From an optimization exercise on the open Yosys and OpenROAD flow, aimed at small area, a short achievable clock period and few clock cycles per item; shortcuts taken in it are not production practice.
In this exercise RTL edits were held to simulation tests only and were not proved equivalent to the original.
Power and IR drop assume default switching activity.

===== flow/design.v =====
`timescale 1ns / 1ps
`default_nettype none
package wrol_pkg;
   localparam int DEF_SLOTS       = 16;
   localparam int DEF_LENGTH_BITS = 20;
   localparam int IN_LEN_W   = 20;
   localparam int HANDLE_W   = 32;
   localparam int OFFSET_W   = 24;
   localparam int SLOT_IDX_W = 4;
   localparam int OUT_LEN_W  = 20;
   localparam int SUM_W      = 25;
   localparam int REQ_DATA_W = 80;
   localparam int RSP_DATA_W = 112;
endpackage
`default_nettype wire
`timescale 1ns / 1ps
`default_nettype none
module wrol_ram #(
   parameter int DEPTH = 16,
   parameter int HW    = 32,
   parameter int SW    = 25
) (
   input  wire logic                   clock,
   input  wire logic                   reset,
   input  wire logic                   shift,
   input  wire logic [HW-1:0]          in_handle,
   input  wire logic [SW-1:0]          in_sum,
   output      logic [DEPTH-1:0]       valid,
   output      logic [DEPTH*HW-1:0]    handles,
   output      logic [DEPTH*SW-1:0]    sums,
   output      logic [SW-1:0]          base
);
   logic [HW-1:0] hdl_ff [DEPTH];
   logic [SW-1:0] sum_ff [DEPTH];
   logic [DEPTH-1:0] valid_ff;
   logic [SW-1:0] base_ff;
   always_ff @(posedge clock) begin
      if (shift) begin
         hdl_ff[0] <= in_handle;
         sum_ff[0] <= in_sum;
         for (int p = 1; p < DEPTH; p++) begin
            hdl_ff[p] <= hdl_ff[p-1];
            sum_ff[p] <= sum_ff[p-1];
         end
      end
      if (reset) begin
         valid_ff <= '0;
         base_ff  <= '0;
      end else if (shift) begin
         valid_ff <= {valid_ff[DEPTH-2:0], 1'b1};
         if (valid_ff[DEPTH-1]) begin
            base_ff <= sum_ff[DEPTH-1];
         end
      end
   end
   always_comb begin
      for (int p = 0; p < DEPTH; p++) begin
         handles[p*HW +: HW] = hdl_ff[p];
         sums[p*SW +: SW]    = sum_ff[p];
      end
   end
   assign valid = valid_ff;
   assign base  = base_ff;
endmodule
`default_nettype wire
`timescale 1ns / 1ps
`default_nettype none
module wrol_ctrl #(
   parameter int DEPTH = 16,
   parameter int SW    = 25
) (
   input  wire logic [SW-1:0]       target,
   input  wire logic [DEPTH-1:0]    valid,
   input  wire logic [DEPTH*SW-1:0] sums,
   output      logic [DEPTH-1:0]    hv
);
   function automatic logic greater(input logic [SW-2:0] s, input logic [SW-2:0] t);
      logic [SW-2:0] g, p;
      g = s & ~t;
      p = s | ~t;
      for (int w = 1; w < SW - 1; w = w * 2) begin
         for (int i = SW - 2; i >= 0; i--) begin
            if ((i % (2 * w)) >= w) begin
               g[i] = g[i] | (p[i] & g[i - (i % (2 * w)) + w - 1]);
               p[i] = p[i] & p[i - (i % (2 * w)) + w - 1];
            end
         end
      end
      greater = g[SW-2];
   endfunction
   always_comb begin
      for (int p = 0; p < DEPTH; p++) begin
         hv[p] = valid[p] & (sums[p*SW + SW-1] ^ target[SW-1] ^
                             greater(sums[p*SW +: SW-1], target[SW-2:0]));
      end
   end
endmodule
module wrol_select #(
   parameter int DEPTH = 16,
   parameter int HW    = 32,
   parameter int SW    = 25,
   parameter int LW    = 20
) (
   input  wire logic [DEPTH-1:0]    hv,
   input  wire logic [DEPTH-1:0]    valid,
   input  wire logic [DEPTH*HW-1:0] handles,
   input  wire logic [DEPTH*SW-1:0] sums,
   input  wire logic [SW-1:0]       base,
   output      logic [3:0]          pos,
   output      logic [HW-1:0]       handle,
   output      logic [LW-1:0]       prev_sum
);
   logic [DEPTH-1:0] onehot;
   logic [DEPTH-1:0] prev_sel;
   logic             base_sel;
   always_comb begin
      for (int p = 0; p < DEPTH - 1; p++) begin
         onehot[p] = hv[p] & ~hv[p+1];
      end
      onehot[DEPTH-1] = hv[DEPTH-1];
      prev_sel[0] = 1'b0;
      base_sel    = onehot[DEPTH-1];
      for (int p = 1; p < DEPTH; p++) begin
         prev_sel[p] = onehot[p-1] & valid[p];
         base_sel    = base_sel | (onehot[p-1] & ~valid[p]);
      end
      handle   = '0;
      prev_sum = base_sel ? base[LW-1:0] : '0;
      pos      = '0;
      for (int p = 0; p < DEPTH; p++) begin
         handle   = handle | ({HW{onehot[p]}} & handles[p*HW +: HW]);
         prev_sum = prev_sum | ({LW{prev_sel[p]}} & sums[p*SW +: LW]);
         pos      = pos | ({4{onehot[p]}} & 4'(p));
      end
   end
endmodule
`default_nettype wire
`timescale 1ns / 1ps
`default_nettype none
module write_ring_offset_lookup_core #(
   parameter int SLOTS       = wrol_pkg::DEF_SLOTS,
   parameter int LENGTH_BITS = wrol_pkg::DEF_LENGTH_BITS
) (
   input  wire logic                            clock,
   input  wire logic                            reset,
   input  wire logic                            req_tvalid,
   output      logic                            req_tready,
   input  wire logic                            req_tuser,
   input  wire logic [wrol_pkg::REQ_DATA_W-1:0] req_tdata,
   output      logic                            rsp_tvalid,
   input  wire logic                            rsp_tready,
   output      logic                            rsp_tuser,
   output      logic [wrol_pkg::RSP_DATA_W-1:0] rsp_tdata
);
   localparam int HW = wrol_pkg::HANDLE_W;
   localparam int SW = wrol_pkg::SUM_W;
   localparam int LW = wrol_pkg::OUT_LEN_W;
   logic                shift;
   logic [SLOTS-1:0]    valid;
   logic [SLOTS*HW-1:0] handles;
   logic [SLOTS*SW-1:0] sums;
   logic [SW-1:0]       base;
   logic [3:0]          wr_slot_ff;
   logic b_v_ff, c_v_ff, d_v_ff, o_v_ff;
   logic b_free, c_free, d_free, o_free;
   logic          s_v_ff;
   logic          s_lookup_ff;
   logic [LW-1:0] s_len_ff;
   logic [HW-1:0] s_handle_ff;
   logic          take;
   logic          in_v;
   logic          in_lookup;
   logic [LW-1:0] in_len;       
   logic [HW-1:0] in_handle;    
   logic          b_lookup_ff;
   logic [SW-1:0] b_sum_ff;
   logic [HW-1:0] b_handle_ff;
   logic             c_lookup_ff;
   logic [SLOTS-1:0] c_hv_ff;       
   logic [LW-1:0]    c_x_ff;        
   logic [HW-1:0]    c_evh_ff;      
   logic             c_ev_ff;       
   logic          d_lookup_ff;
   logic          d_found_ff;       
   logic [3:0]    d_slot_ff;
   logic [HW-1:0] d_handle_ff;
   logic [LW-1:0] d_x_ff;           
   logic [HW-1:0] d_y_ff;           
   logic          o_found_ff;
   logic [3:0]    o_slot_ff;
   logic [HW-1:0] o_handle_ff;
   logic [LW-1:0] o_byte_ff;
   logic          o_ev_ff;
   logic [LW-1:0] o_evl_ff;
   logic [HW-1:0] o_evh_ff;
   logic [SLOTS-1:0] lk_hv;
   logic [3:0]       lk_pos;
   logic [HW-1:0]    lk_handle;
   logic [LW-1:0]    lk_prev;
   logic [SW-1:0] tot_ff;
   logic [SW-1:0] bb_ff;
   logic [SW-1:0] new_tot;
   logic [SW-1:0] target;
   logic          b_enter;
   logic          full_b;      
   logic [SW-1:0] oldest_b;    
   wrol_ram #(
      .DEPTH (SLOTS),
      .HW    (HW),
      .SW    (SW)
   ) u_record_ram (
      .clock     (clock),
      .reset     (reset),
      .shift     (shift),
      .in_handle (b_handle_ff),
      .in_sum    (b_sum_ff),
      .valid     (valid),
      .handles   (handles),
      .sums      (sums),
      .base      (base)
   );
   wrol_ctrl #(
      .DEPTH (SLOTS),
      .SW    (SW)
   ) u_ctrl (
      .target (b_sum_ff),
      .valid  (valid),
      .sums   (sums),
      .hv     (lk_hv)
   );
   wrol_select #(
      .DEPTH (SLOTS),
      .HW    (HW),
      .SW    (SW),
      .LW    (LW)
   ) u_select (
      .hv       (c_hv_ff),
      .valid    (valid),
      .handles  (handles),
      .sums     (sums),
      .base     (base),
      .pos      (lk_pos),
      .handle   (lk_handle),
      .prev_sum (lk_prev)
   );
   assign o_free     = !o_v_ff || rsp_tready;
   assign d_free     = !d_v_ff || o_free;
   assign c_free     = !c_v_ff || d_free;
   assign b_free     = !b_v_ff || c_free;
   assign req_tready = !s_v_ff;
   assign take       = req_tvalid && !s_v_ff;
   assign in_v       = s_v_ff || take;
   assign b_enter    = in_v && b_free;
   assign shift      = b_v_ff && !b_lookup_ff && c_free;
   always_comb begin
      if (s_v_ff) begin
         in_lookup = s_lookup_ff;
         in_len    = s_len_ff;
         in_handle = s_handle_ff;
      end else begin
         in_lookup = req_tuser;
         if (req_tuser) begin
            in_len    = req_tdata[71:52];
            in_handle = HW'(req_tdata[75:72]);
         end else begin
            in_len    = req_tdata[19:0];
            in_handle = req_tdata[51:20];
         end
      end
   end
   always_comb begin
      if (b_v_ff && !b_lookup_ff) begin
         full_b   = valid[SLOTS-2];
         oldest_b = sums[(SLOTS-2)*SW +: SW];
      end else begin
         full_b   = valid[SLOTS-1];
         oldest_b = sums[(SLOTS-1)*SW +: SW];
      end
   end
   assign new_tot = tot_ff + SW'(in_len);
   assign target  = {1'b0, in_handle[3:0], in_len} + bb_ff;
   always_ff @(posedge clock) begin
      if (reset) begin
         s_v_ff     <= 1'b0;
         b_v_ff     <= 1'b0;
         c_v_ff     <= 1'b0;
         d_v_ff     <= 1'b0;
         o_v_ff     <= 1'b0;
         tot_ff     <= '0;
         bb_ff      <= '0;
         wr_slot_ff <= '0;
      end else begin
         if (b_free) begin
            b_v_ff <= in_v;
            s_v_ff <= 1'b0;
         end else if (take) begin
            s_v_ff <= 1'b1;
         end
         if (c_free) c_v_ff <= b_v_ff;
         if (d_free) d_v_ff <= c_v_ff;
         if (o_free) o_v_ff <= d_v_ff;
         if (shift) wr_slot_ff <= wr_slot_ff + 1'b1;
         if (b_enter && !in_lookup) begin
            tot_ff <= new_tot;
            if (full_b) begin
               bb_ff <= oldest_b;
            end
         end
      end
      if (!s_v_ff) begin
         s_lookup_ff <= req_tuser;
         s_len_ff    <= in_len;
         s_handle_ff <= in_handle;
      end
      if (b_free) begin
         b_lookup_ff <= in_lookup;
         b_sum_ff    <= in_lookup ? target : new_tot;
         b_handle_ff <= in_handle;
      end
      if (c_free) begin
         c_lookup_ff <= b_lookup_ff;
         c_hv_ff     <= lk_hv;
         c_ev_ff     <= valid[SLOTS-1];
         if (b_lookup_ff) begin
            c_x_ff <= b_sum_ff[LW-1:0];
         end else begin
            c_x_ff <= valid[SLOTS-1] ? LW'(sums[(SLOTS-1)*SW +: SW] - base) : '0;
         end
         c_evh_ff <= valid[SLOTS-1] ? handles[(SLOTS-1)*HW +: HW] : '0;
      end
      if (d_free) begin
         d_lookup_ff <= c_lookup_ff;
         d_x_ff      <= c_x_ff;
         if (c_lookup_ff) begin
            d_found_ff  <= c_hv_ff[0];
            d_slot_ff   <= wr_slot_ff + ~lk_pos;
            d_handle_ff <= lk_handle;
            d_y_ff      <= HW'(lk_prev);
         end else begin
            d_found_ff  <= c_ev_ff;
            d_slot_ff   <= wr_slot_ff - 1'b1;
            d_handle_ff <= handles[HW-1:0];
            d_y_ff      <= c_evh_ff;
         end
      end
      if (o_free) begin
         if (d_lookup_ff) begin
            o_found_ff  <= d_found_ff;
            o_slot_ff   <= d_found_ff ? d_slot_ff : '0;
            o_handle_ff <= d_handle_ff;
            o_byte_ff   <= d_found_ff ? (d_x_ff - d_y_ff[LW-1:0]) : '0;
            o_ev_ff     <= 1'b0;
            o_evl_ff    <= '0;
            o_evh_ff    <= '0;
         end else begin
            o_found_ff  <= 1'b1;
            o_slot_ff   <= d_slot_ff;
            o_handle_ff <= d_handle_ff;
            o_byte_ff   <= '0;
            o_ev_ff     <= d_found_ff;
            o_evl_ff    <= d_x_ff;
            o_evh_ff    <= d_y_ff;
         end
      end
   end
   assign rsp_tvalid = o_v_ff;
   assign rsp_tuser  = o_found_ff;
   assign rsp_tdata  = {3'b000, o_evh_ff, o_evl_ff, o_ev_ff, o_byte_ff, o_handle_ff, o_slot_ff};
endmodule
`default_nettype wire

===== flow/run.sh =====
#!/bin/bash
# synth_recipe.tcl (not shown) runs the flow's synth.tcl, then flattens the netlist and writes it again
# the make line also repeats each setting of config.mk as NAME=value (left out here)
make -C /OpenROAD-flow-scripts/flow DESIGN_CONFIG=/design/flow/config.mk WORK_HOME=/design/flow/orfs CLKGATE_MAP_FILE= SYNTH_SCRIPT=/design/flow/synth_recipe.tcl finish

===== flow/config.mk =====
export PLATFORM = sky130hd
export DESIGN_NAME = write_ring_offset_lookup_core
export DESIGN_NICKNAME = write_ring_offset_lookup_core
export VERILOG_FILES = /design/flow/design.v
export SDC_FILE = /design/flow/constraint.sdc
export NUM_CORES = 4
export LEC_CHECK = 0
export CAP_MARGIN = 20
export CORE_MARGIN = 2
export CORE_UTILIZATION = 40
export CTS_BUF_LIST = sky130_fd_sc_hd__clkbuf_8
export CTS_CLUSTER_SIZE = 30
export SETUP_SLACK_MARGIN = 2.9
export SLEW_MARGIN = 20

===== flow/constraint.sdc =====
create_clock -name core_clock -period 6.0 [get_ports {clock}]
set_input_delay 1.2000 -clock core_clock [delete_from_list [all_inputs] [get_ports {clock}]]
set_output_delay 1.2000 -clock core_clock [all_outputs]
set_load 0.01 [all_outputs]

==> flow_summary_export.csv <==
group,metric,value,unit
floorplan,fp.dieW,389,microns
clocking,hold_buffers,0,
layout,synthToLayoutAreaGrowth,19.9,%
clocking,clock_sinks,1388,
sta,worstMarginPinSlew,1100,ps
logic_synthesis,avgSynthCellArea,13.5,sq um
power,ir_drop,185,uV
power,p_leak,26.2,nW
setup_path,arrival,4510,ps
routing,vias_per_cell,5.82,
routing,wl,175000,microns
outcome,status,"finished clean",
clocking,cts.clk_slew.worst_paths,60,ps
place,dp_hpwl,109000,microns
routing,antenna_left,0,
sta,rsz0062_at_grt,"yes",
global_route,grt_max_degree,147,
place,gp_congestion,0.906,
clocking,cts_buffers,222,
sta,min_period,3780,ps
layout,fill_cells,12900,
setup_path,r2r_slack,2220,ps
logic_synthesis,ys.flop_type,"edfxtp_1",
logic_synthesis,ys_ff_latch,1388,
sta,finalSetupViolations,0,
routing,vias,40400,
sta,fin_crit_sh,62.9,%
layout,final_cells,6937,
global_route,grt_pass1_vias,39100,
floorplan,core,147000,sq um
place,place_inst,6368,
power,p_per_area,298,nW/um^2
layout,fin_nets,4983,
clocking,clk_latency,990,ps
floorplan,rows,141,
place,portBuffers,192,
routing,drtIter0Drc,5321,
sta,slew_violations,0,
setup_path,rr_worst_depth,13,
setup_path,criticalPathCategory,"flip-flop to flip-flop",
job,drv_cap,0,
global_route,antenna_found_initial,4,
routing,drtPass1Iterations,9,
layout,final_cell_mix,"edfxtp_1 (1,292), nand2_1 (315), inv_1 (261), nor2_1 (245), clkbuf_8 (225)",
hold_path,holdCritPathClass,"flip-flop to flip-flop",
setup_path,critPathLaunchType,"flip-flop",
sta,skew,68.2,ps
layout,layout-drive-gt1-share,17.1,%
setup_path,r2r-start,"b_sum_ff[0]",
hold_path,hold_path_end,"o_handle_ff[18]",
clocking,h-tree-depth,4,
hold_path,holdPathStages,0,
logic_synthesis,synth-seq-area-share,68.6,%
floorplan,start_util,40.2,%
layout,mostFrequentLayoutCell,"edfxtp_1",
clocking,cts_tree,"built",
logic_synthesis,yosysUniqueCellTypes,74,
global_route,grt_pass1_wl,255000,microns
logic_synthesis,syn_area,59300,sq um
logic_synthesis,synth_edf_count,1292,
logic_synthesis,ys_async_sr_fraction,0,%
setup_path,critPathMaxFanout,2,
clocking,clockBufferDepth,3,
clocking,clk_root_buffer_cell,"clkbuf_8",
sta,slew-limit-headroom,26.7,%
setup_path,crit_path_end_kind,"flip-flop",
global_route,grt_overflow_total,0,
hold_path,worstHoldStart,"d_handle_ff[18]",
sta,fin_ws,2220,ps
floorplan,die_area,151000,sq um
routing,wl_per_cell,25.2,microns
place,dpl_worst_slack,777,ps
sta,final.setup.tns,0,ps
floorplan,die_h,389,microns
global_route,gr-usage-all-layers,22.5,%
logic_synthesis,syn-instance-count,4380,
floorplan,boundaryPins,200,
logic_synthesis,yosys_warnings,6,
setup_path,cp.required,6730,ps
sta,hold_viol,0,
setup_path,r2r-end,"c_hv_ff[3]",
sta,fmax,0.265,GHz
routing,drc,0,
## cell families (layout without fill, tap and decap cells)
family                     Yosys count  count (layout)  share of synthesized area [%]
muxes                               47              47                          0.795
DFF                               1388            1388                           68.6
and+or+nand+nor                   1026            1029                           8.32
AOI/OAI and AO/OA                 1163            1163                           13.9
adders and majority gates          219             219                           4.16
other                                1               7                        0.00632
buffers and inverters              439            1057                           2.83
xor gates and xnor gates            97              97                           1.43
## critical path, stage by stage (launching register included)
cell and delay (ps):
edfxtp_1 430, buf_6 140, nor2b_1 40, maj3_2 300
maj3_2 330, maj3_2 320, maj3_2 300, maj3_2 310
maj3_2 310, maj3_2 340, a31oi_4 220, o31ai_4 90
a41oi_2 290, mux2i_1 120
## synth_stat cells (37+ instances only)
cell,count,area (sq um)
a211oi_1,37,278
a21o_1,39,293
a21oi_1,204,1020
a221oi_1,109,955
a222oi_1,39,390
a22o_1,112,981
a22oi_1,202,1520
and2_1,54,338
clkbuf_1,210,788
dfxtp_1,96,1920
edfxtp_1,1292,38800
ha_1,86,1080
inv_1,194,728
maj3_1,121,1210
mux2i_1,46,460
nand2_1,321,1200
nand2b_1,60,375
nand3_1,64,320
nand4_1,61,382
nor2_1,254,953
nor2b_1,140,876
o21ai_0,183,916
o22ai_1,58,363
xnor2_1,46,403
xor2_1,51,447
## power breakdown
| group | total (mW) | internal, mW | switching [mW] |
|---|---|---|---|
| combinational | 2.22 | 0.900 | 1.32 |
| sequential | 11.0 | 10.8 | 0.185 |
| clock | 8.04 | 4.10 | 3.94 |
## worst max-delay path by stage
stage | start | endpoint | slack, ps | cells after the start
2_1_floorplan | rsp_tready | u_record_ram.hdl_ff[0][0] | 870 | 6
3_3_place_gp | req_tuser | b_sum_ff[24] | 750 | 18
3_5_place_dp | req_tuser | b_sum_ff[24] | 780 | 18
4_1_cts | b_sum_ff[0] | c_hv_ff[3] | 2240 | 13
5_1_grt | b_sum_ff[0] | c_hv_ff[3] | 2140 | 13
6_report | b_sum_ff[0] | c_hv_ff[3] | 2220 | 13
## registers in the layout, summed over array words and instances (netlist names), 20 cells and up
name / flops
bb_ff: 25
o_evl_ff: 20
d_x_ff: 20
b_handle_ff: 32
u_record_ram.sum_ff: 400
tot_ff: 25
s_handle_ff: 32
u_record_ram.hdl_ff: 512
o_evh_ff: 32
b_sum_ff: 25
o_byte_ff: 20
c_x_ff: 20
o_handle_ff: 32
u_record_ram.base_ff: 20
d_handle_ff: 32
s_len_ff: 20
c_evh_ff: 32
d_y_ff: 32
## area by class of cell
| cell class | count | area, sq um | area share (%) |
|---|---|---|---|
| diodes | 4 | 10.0 | 0.0141 |
| clock buffers | 225 | 3100 | 4.35 |
| clock inverters | 195 | 1280 | 1.81 |
| inverters | 201 | 808 | 1.14 |
| multi-input cells | 2558 | 18800 | 26.4 |
| flip-flops and latches | 1388 | 40700 | 57.2 |
| well taps | 1930 | 2410 | 3.39 |
| repair buffers | 434 | 3990 | 5.61 |
| repair inverters | 2 | 13.8 | 0.0193 |
## metal layers
layer  GRT usage (%)  up-vias  wire length, microns
met2            32.1     2155                 74600
met4            6.88        0                  4120
met1            33.7    20000                 77600
met3            5.66      286                 18700
li1                -    17900                     -
met5               0        -                     0
## through the flow
| stage | total power, mW | util [%] | hold WS [ps] | cell area [sq um] |
|---|---|---|---|---|
| 4_1_cts | 21.2 | 47.5 | 392 | 70100 |
| 3_3_place_gp | 12.9 | 43.3 | 402 | 63900 |
| 2_1_floorplan | 12.3 | - | 400 | 59600 |
| 3_5_place_dp | 12.9 | 43.3 | 405 | 63900 |
| 6_report | 21.2 | 48.2 | 395 | 71100 |
| 5_1_grt | 22.0 | 48.2 | 408 | 71100 |
## timing repair
item                                   CTS  global route
pin swaps                              163           170
setup endpoints to repair              715           161
endpoints found under the hold margin    0             0
gates cloned                             6             1
buffers inserted                        97            41
gates resized for setup                375           167
Testbench counts, summed over its fixed seeds: cycles 8,032, items 8,000.

-- re-timing with driven ports --
In the flow no input, the clock included, has a driving cell. The finished layout below was timed again as built, in two steps.
Step 1 (the two cells are an assumption about what drives the block):
set clk [get_ports {clock}]
set_driving_cell -lib_cell sky130_fd_sc_hd__clkbuf_16 $clk
set_driving_cell -lib_cell sky130_fd_sc_hd__buf_2 [delete_from_list [all_inputs] $clk]
Step 2, shift: input delay + t, output delay - t, t = (earliest + latest rising clock arrival at the registers) / 2. This alone moves slack from input paths to output paths.
a / b / c = ideal ports / drivers / drivers and shift; a / b = the first two.
shift t [ns]: 1.034
setup WS [ns]: 2.223 / 2.223 / 1.219
worst setup path after step 2: input to register
cell pins on the clock port's net: 1
After both steps this run still meets setup and hold. For this run, drivers alone change the setup slack by 0.000 ns; drivers and shift together by -1.004 ns.
